Context: an optimization exercise on an open-source flow, tuned for small area. The choices shown serve that exercise and are no tape-out recipe.
Only simulation tests tie the RTL to the original design; equivalence was not proved.
Power figures rest on the tool's default switching activity, not on a simulated workload. No driver is modelled on the clock port, so clocking that relies on it looks cheaper here than on a real chip.

Setup of run P:
==> flow/design.v <==
package demosaic_frame_pkg;
    localparam int FRAME_WIDTH      = 16;    
    localparam int FRAME_HEIGHT     = 10;    
    localparam int MIN_HBLANK       = 4;     
    localparam int MIN_VBLANK_LINES = 3;     
    typedef enum logic [1:0] {
        RGGB = 2'd0,
        GRBG = 2'd1,
        GBRG = 2'd2,
        BGGR = 2'd3
    } bayer_pattern_e;
    localparam bayer_pattern_e BAYER_PATTERN = RGGB;
    localparam int WINDOW_LATENCY = 1;   
    localparam int PIPE_LATENCY   = 5;   
    typedef logic [$clog2(FRAME_HEIGHT + 2)-1:0] row_cnt_t;   
    typedef logic [$clog2(FRAME_WIDTH + 2)-1:0]  col_cnt_t;   
    typedef logic [$clog2(FRAME_WIDTH)-1:0]      col_addr_t;  
endpackage
package demosaic_pixel_pkg;
    localparam int PIX_BITS = 8;
    typedef logic [PIX_BITS-1:0]    pix_t;
    typedef logic [PIX_BITS+1:0]    pix_sum_t;    
    typedef logic [4*PIX_BITS-1:0]  quad_pix_t;   
    typedef logic [25*PIX_BITS-1:0] window_t;     
    typedef enum logic [1:0] {
        SITE_R  = 2'd0,
        SITE_GR = 2'd1,    
        SITE_GB = 2'd2,    
        SITE_B  = 2'd3
    } site_e;
    function automatic logic [PIX_BITS-1:0] quad_pix(input quad_pix_t q, input integer k);
        quad_pix = q[k*PIX_BITS +: PIX_BITS];
    endfunction
    function automatic logic [PIX_BITS-1:0] avg2(input pix_t a, input pix_t b);
        pix_sum_t s;
        s = pix_sum_t'(a) + pix_sum_t'(b);
        avg2 = s[PIX_BITS:1];               
    endfunction
    function automatic logic [PIX_BITS-1:0] avg4(input quad_pix_t q);
        pix_sum_t s;
        s = pix_sum_t'(quad_pix(q, 0)) + pix_sum_t'(quad_pix(q, 1))
          + pix_sum_t'(quad_pix(q, 2)) + pix_sum_t'(quad_pix(q, 3));
        avg4 = s[PIX_BITS+1:2];             
    endfunction
endpackage
`timescale 1ns/1ps
module isp_demosaic (
    input  logic pclk,
    input  logic rst_n,
    input  logic in_vsync,
    input  logic in_href,
    input  demosaic_pixel_pkg::pix_t in_raw,
    output logic out_href,
    output logic out_vsync,
    output demosaic_pixel_pkg::pix_t out_r,
    output demosaic_pixel_pkg::pix_t out_g,
    output demosaic_pixel_pkg::pix_t out_b
);
localparam int D  = 6;     
localparam int SR = 48;    
localparam int GF = 8;     
function automatic logic [8:0] add8(input logic [7:0] a, input logic [7:0] b, input logic cin);
    logic c;
    c = cin;
    for (int i = 0; i < 8; i++) begin
        add8[i] = a[i] ^ b[i] ^ c;
        c = (a[i] & b[i]) | (a[i] & c) | (b[i] & c);
    end
    add8[8] = c;
endfunction
function automatic logic [9:0] add9(input logic [8:0] a, input logic [8:0] b, input logic cin);
    logic c;
    c = cin;
    for (int i = 0; i < 9; i++) begin
        add9[i] = a[i] ^ b[i] ^ c;
        c = (a[i] & b[i]) | (a[i] & c) | (b[i] & c);
    end
    add9[9] = c;
endfunction
function automatic logic [10:0] add10(input logic [9:0] a, input logic [9:0] b, input logic cin);
    logic c;
    c = cin;
    for (int i = 0; i < 10; i++) begin
        add10[i] = a[i] ^ b[i] ^ c;
        c = (a[i] & b[i]) | (a[i] & c) | (b[i] & c);
    end
    add10[10] = c;
endfunction
function automatic logic [17:0] gsel(input logic [7:0] l, input logic [7:0] r,
                                     input logic [7:0] u, input logic [7:0] d);
    logic [8:0] sh, sv, eh, ev;
    logic [7:0] dh, dv;
    logic       lt, gt;
    sh = add8(l, r, 1'b0);
    sv = add8(u, d, 1'b0);
    eh = add8(l, ~r, 1'b1);        
    ev = add8(u, ~d, 1'b1);
    dh = eh[8] ? eh[7:0] : -eh[7:0];
    dv = ev[8] ? ev[7:0] : -ev[7:0];
    lt = dh < dv;
    gt = dv < dh;
    gsel = {gt ? sv : sh, lt ? sh : sv};    
endfunction
function automatic logic [7:0] clamp_sub(input logic [8:0] p, input logic [7:0] m);
    logic [10:0] d;
    d = add10({1'b0, p}, {2'b11, ~m}, 1'b1);    
    clamp_sub = d[9] ? 8'h00 : d[8] ? 8'hff : d[7:0];
endfunction
logic [7:0] raw_d [1:D];
logic [D:1] hr_d;
logic [D:1] vs_d;
always_ff @(posedge pclk) begin
    raw_d[1] <= in_raw;
    for (int k = 2; k <= D; k++)
        raw_d[k] <= raw_d[k-1];
    hr_d <= {hr_d[D-1:1], in_href};
end
always_ff @(posedge pclk or negedge rst_n) begin
    if (!rst_n) begin
        vs_d <= '0;
    end else begin
        vs_d <= {vs_d[D-1:1], in_vsync};
    end
end
assign out_vsync = vs_d[D];
logic       vsi, hri;
logic [7:0] rawi;
assign vsi  = vs_d[D];
assign hri  = hr_d[D];
assign rawi = raw_d[D];
logic       active;
logic [3:0] row_cnt;     
logic [4:0] col_cnt;     
logic       flush_row, line_end, slot, shift;
assign flush_row = row_cnt[3] & row_cnt[1];           
assign line_end  = col_cnt[4] & col_cnt[0];           
assign slot      = active & (hri | col_cnt[4] | flush_row);
assign shift     = slot & ~col_cnt[4];
logic       mcol;        
always_ff @(posedge pclk or negedge rst_n) begin
    if (!rst_n) begin
        active  <= 1'b0;
        row_cnt <= '0;
        col_cnt <= '0;
        mcol    <= 1'b1;
    end else if (vsi) begin
        active  <= 1'b1;
        row_cnt <= '0;
        col_cnt <= '0;
        mcol    <= 1'b1;
    end else if (slot) begin
        mcol <= mcol ^ ~line_end;
        if (line_end) begin
            col_cnt <= '0;
            if (row_cnt == 4'd11) begin
                row_cnt <= '0;
                active  <= 1'b0;
            end else
                row_cnt <= row_cnt + 1'b1;
        end else
            col_cnt <= col_cnt + 1'b1;
    end
end
logic [7:0] sr [1:SR];
logic [7:0] tap [0:SR];
always_ff @(posedge pclk) begin
    if (shift) begin
        sr[1] <= rawi;
        for (int k = 2; k <= SR; k++)
            sr[k] <= sr[k-1];
    end
end
always_comb begin
    tap[0] = rawi;
    for (int k = 1; k <= SR; k++)
        tap[k] = sr[k];
end
logic [7:0] g_in [4];
logic [7:0] g_new, g_top;
logic [7:0] gf [1:GF];    
logic       gf_shift;
logic [8:0] v0, v1, v2, v3;   
logic [8:0] k0, k1, k2;       
logic [17:0] xy;
logic [9:0]  t4, cs_s;
logic [10:0] cs_c, tot;
always_comb begin
    if (mcol) begin       
        g_in[0] = tap[33]; g_in[1] = tap[31]; g_in[2] = tap[48]; g_in[3] = tap[16];
    end else begin        
        g_in[0] = tap[17]; g_in[1] = tap[15]; g_in[2] = tap[32]; g_in[3] = tap[0];
    end
    xy    = gsel(g_in[0], g_in[1], g_in[2], g_in[3]);
    g_top = gf[GF];
    t4 = mcol ? 10'd0 : {g_top, 2'b00};
    for (int i = 0; i < 10; i++) begin
        logic xi, yi;
        xi = (i < 9) ? xy[9 + i] : 1'b0;
        yi = (i < 9) ? xy[i] : 1'b0;
        cs_s[i]     = xi ^ yi ^ t4[i];
        cs_c[i + 1] = (xi & yi) | (xi & t4[i]) | (yi & t4[i]);
    end
    cs_c[0] = 1'b0;
    tot   = {1'b0, cs_s} + cs_c;
    v0    = tot[10:2];
    g_new = tot[9:2];
end
assign gf_shift = shift & mcol & (col_cnt != 5'd15);
always_ff @(posedge pclk) begin
    if (gf_shift) begin
        gf[1] <= g_new;
        for (int k = 2; k <= GF; k++)
            gf[k] <= gf[k-1];
    end
end
assign k0 = mcol ? {tap[32], 1'b0} : add8(tap[48], tap[16], 1'b0);
logic [9:0] a0, a1;
logic [7:0] rawc0;
always_comb begin
    rawc0 = tap[33];
    a0    = add9(k0, k2, 1'b0);
end
always_ff @(posedge pclk) begin
    v1 <= v0;
    v2 <= v1;
    v3 <= v2;
    k1 <= k0;
    k2 <= k1;
    a1 <= a0;
end
logic       valid, border;
logic [1:0] site;         
logic       valid1, border1;
logic [1:0] site1;
logic [7:0] rawc1;
assign valid  = slot & (row_cnt >= 4'd2) & (|col_cnt) & ~line_end;
assign border = (row_cnt < 4'd4) | flush_row | (col_cnt < 5'd3) | (col_cnt >= 5'd15);
assign site   = {row_cnt[0], ~col_cnt[0]};
always_ff @(posedge pclk or negedge rst_n) begin
    if (!rst_n)
        valid1 <= 1'b0;
    else
        valid1 <= valid;
end
always_ff @(posedge pclk) begin
    border1 <= border;
    site1   <= site;
    rawc1   <= rawc0;
end
logic       cgreen;
logic [7:0] g_c;
logic [9:0] w;
logic [7:0] ch1, ch2;
assign cgreen = site1[0] ^ site1[1];
always_comb begin
    w   = add9(v1, v3, 1'b0);                 
    g_c = cgreen ? rawc1 : v2[7:0];
    ch1 = clamp_sub(add8(g_c, a1[9:2], 1'b0), cgreen ? w[8:1] : w[9:2]);
    ch2 = clamp_sub(add8(rawc1, k2[8:1], 1'b0), v2[8:1]);    
end
assign out_href = valid1;
always_comb begin
    if (!valid1) begin
        out_r = '0;
        out_g = '0;
        out_b = '0;
    end else if (border1) begin
        out_r = rawc1;
        out_g = rawc1;
        out_b = rawc1;
    end else begin
        case (site1)
            2'd0: begin out_r = rawc1; out_g = g_c;   out_b = ch1;   end
            2'd1: begin out_r = ch1;   out_g = rawc1; out_b = ch2;   end
            2'd2: begin out_r = ch2;   out_g = rawc1; out_b = ch1;   end
            default: begin out_r = ch1; out_g = g_c;  out_b = rawc1; end
        endcase
    end
end
endmodule
clock: 8.0 ns
lec_check: 0
cap_margin: 20
core_margin: 2
core_utilization: 40
cts_buf_list: sky130_fd_sc_hd__clkbuf_16
cts_cluster_diameter: 100
cts_cluster_size: 30
slew_margin: 20
standard.sh (not shown) runs the stock make flow with config.mk's settings and CLKGATE_MAP_FILE= SYNTH_SCRIPT=/design/flow/synth_recipe.tcl, a recipe that flattens the netlist after the stock synthesis.
==> flow/flow/run.sh <==
#!/bin/bash
# Own flow: the standard layout (standard synthesis unchanged), with plain
# buf_1 cells as the port buffers and no dummy loads in the clock tree.
set -euo pipefail
bash standard.sh \
  "BUFFER_PORTS_ARGS=-buffer_cell sky130_fd_sc_hd__buf_1" \
  "CTS_ARGS=-sink_clustering_enable -repair_clock_nets -buf_list sky130_fd_sc_hd__clkbuf_16 -sink_clustering_size 30 -sink_clustering_max_diameter 100 -dont_use_dummy_load" \
  finish > standard.log 2>&1
### run P -> run X
--- a/flow/design.v
+++ b/flow/design.v
@@ -56,7 +56,7 @@
     output demosaic_pixel_pkg::pix_t out_g,
     output demosaic_pixel_pkg::pix_t out_b
 );
-localparam int D  = 6;     
+localparam int D  = 5;     
 localparam int SR = 48;    
 localparam int GF = 8;     
 function automatic logic [8:0] add8(input logic [7:0] a, input logic [7:0] b, input logic cin);
@@ -117,12 +117,13 @@
 end
 always_ff @(posedge pclk or negedge rst_n) begin
     if (!rst_n) begin
-        vs_d <= '0;
+        vs_d      <= '0;
+        out_vsync <= 1'b0;
     end else begin
-        vs_d <= {vs_d[D-1:1], in_vsync};
-    end
-end
-assign out_vsync = vs_d[D];
+        vs_d      <= {vs_d[D-1:1], in_vsync};
+        out_vsync <= vs_d[D];
+    end
+end
 logic       vsi, hri;
 logic [7:0] rawi;
 assign vsi  = vs_d[D];
@@ -142,12 +143,12 @@
         active  <= 1'b0;
         row_cnt <= '0;
         col_cnt <= '0;
-        mcol    <= 1'b1;
+        mcol    <= 1'b0;
     end else if (vsi) begin
         active  <= 1'b1;
         row_cnt <= '0;
         col_cnt <= '0;
-        mcol    <= 1'b1;
+        mcol    <= 1'b0;
     end else if (slot) begin
         mcol <= mcol ^ ~line_end;
         if (line_end) begin
@@ -175,6 +176,9 @@
     for (int k = 1; k <= SR; k++)
         tap[k] = sr[k];
 end
+logic [7:0] up1;
+always_ff @(posedge pclk)
+    up1 <= tap[48];
 logic [7:0] g_in [4];
 logic [7:0] g_new, g_top;
 logic [7:0] gf [1:GF];    
@@ -186,9 +190,9 @@
 logic [10:0] cs_c, tot;
 always_comb begin
     if (mcol) begin       
-        g_in[0] = tap[33]; g_in[1] = tap[31]; g_in[2] = tap[48]; g_in[3] = tap[16];
+        g_in[0] = tap[34]; g_in[1] = tap[32]; g_in[2] = up1;     g_in[3] = tap[17];
     end else begin        
-        g_in[0] = tap[17]; g_in[1] = tap[15]; g_in[2] = tap[32]; g_in[3] = tap[0];
+        g_in[0] = tap[18]; g_in[1] = tap[16]; g_in[2] = tap[33]; g_in[3] = tap[1];
     end
     xy    = gsel(g_in[0], g_in[1], g_in[2], g_in[3]);
     g_top = gf[GF];
@@ -205,7 +209,7 @@
     v0    = tot[10:2];
     g_new = tot[9:2];
 end
-assign gf_shift = shift & mcol & (col_cnt != 5'd15);
+assign gf_shift = shift & mcol & (|col_cnt);
 always_ff @(posedge pclk) begin
     if (gf_shift) begin
         gf[1] <= g_new;
@@ -213,11 +217,11 @@
             gf[k] <= gf[k-1];
     end
 end
-assign k0 = mcol ? {tap[32], 1'b0} : add8(tap[48], tap[16], 1'b0);
+assign k0 = mcol ? {1'b0, tap[33]} : add8(up1, tap[17], 1'b0);
 logic [9:0] a0, a1;
 logic [7:0] rawc0;
 always_comb begin
-    rawc0 = tap[33];
+    rawc0 = line_end ? tap[33] : tap[34];    
     a0    = add9(k0, k2, 1'b0);
 end
 always_ff @(posedge pclk) begin
@@ -233,9 +237,9 @@
 logic       valid1, border1;
 logic [1:0] site1;
 logic [7:0] rawc1;
-assign valid  = slot & (row_cnt >= 4'd2) & (|col_cnt) & ~line_end;
-assign border = (row_cnt < 4'd4) | flush_row | (col_cnt < 5'd3) | (col_cnt >= 5'd15);
-assign site   = {row_cnt[0], ~col_cnt[0]};
+assign valid  = slot & (row_cnt >= 4'd2) & (col_cnt >= 5'd2);
+assign border = (row_cnt < 4'd4) | flush_row | (col_cnt < 5'd4) | col_cnt[4];
+assign site   = {row_cnt[0], col_cnt[0]};
 always_ff @(posedge pclk or negedge rst_n) begin
     if (!rst_n)
         valid1 <= 1'b0;
@@ -255,7 +259,7 @@
 always_comb begin
     w   = add9(v1, v3, 1'b0);                 
     g_c = cgreen ? rawc1 : v2[7:0];
-    ch1 = clamp_sub(add8(g_c, a1[9:2], 1'b0), cgreen ? w[8:1] : w[9:2]);
+    ch1 = clamp_sub(add8(g_c, cgreen ? a1[8:1] : a1[9:2], 1'b0), cgreen ? w[8:1] : w[9:2]);
     ch2 = clamp_sub(add8(rawc1, k2[8:1], 1'b0), v2[8:1]);    
 end
 assign out_href = valid1;
### Flow results
- | gate count of the mapped netlist | lower: run P |
- Going from run P to run X, power went up by 4.8%; floorplan die height was more or less identical.
- Compared with run P, in run X number of buffers outside the clock class in the layout has decreased; area taken by flip-flops and latches shows no meaningful change.

-- re-timing with driven ports --
Ports are ideal in the flow. The routed layouts listed here were re-timed in OpenROAD.
Step 1, drivers: a clkbuf_16 drives pclk and a buf_2 each remaining input, both assumed.
Step 2 moves the port delays by t, midway between the first and last clock arrival at a register: inputs arrive t later, outputs are due t later. That takes back most of the time a late clock gives input paths.
Three values: no drivers, after step 1, after step 2; two values: the first two.
run | shift t [ns] | setup WS [ns] | worst setup path at the end | worst data-port slew with drivers (ns)
run P | 0.607 | 0.230 / 0.177 / 0.267 | register to register | 0.03
run X | 0.610 | 0.281 / 0.225 / 0.473 | register to register | 0.03
After both steps every run listed still meets setup and hold.
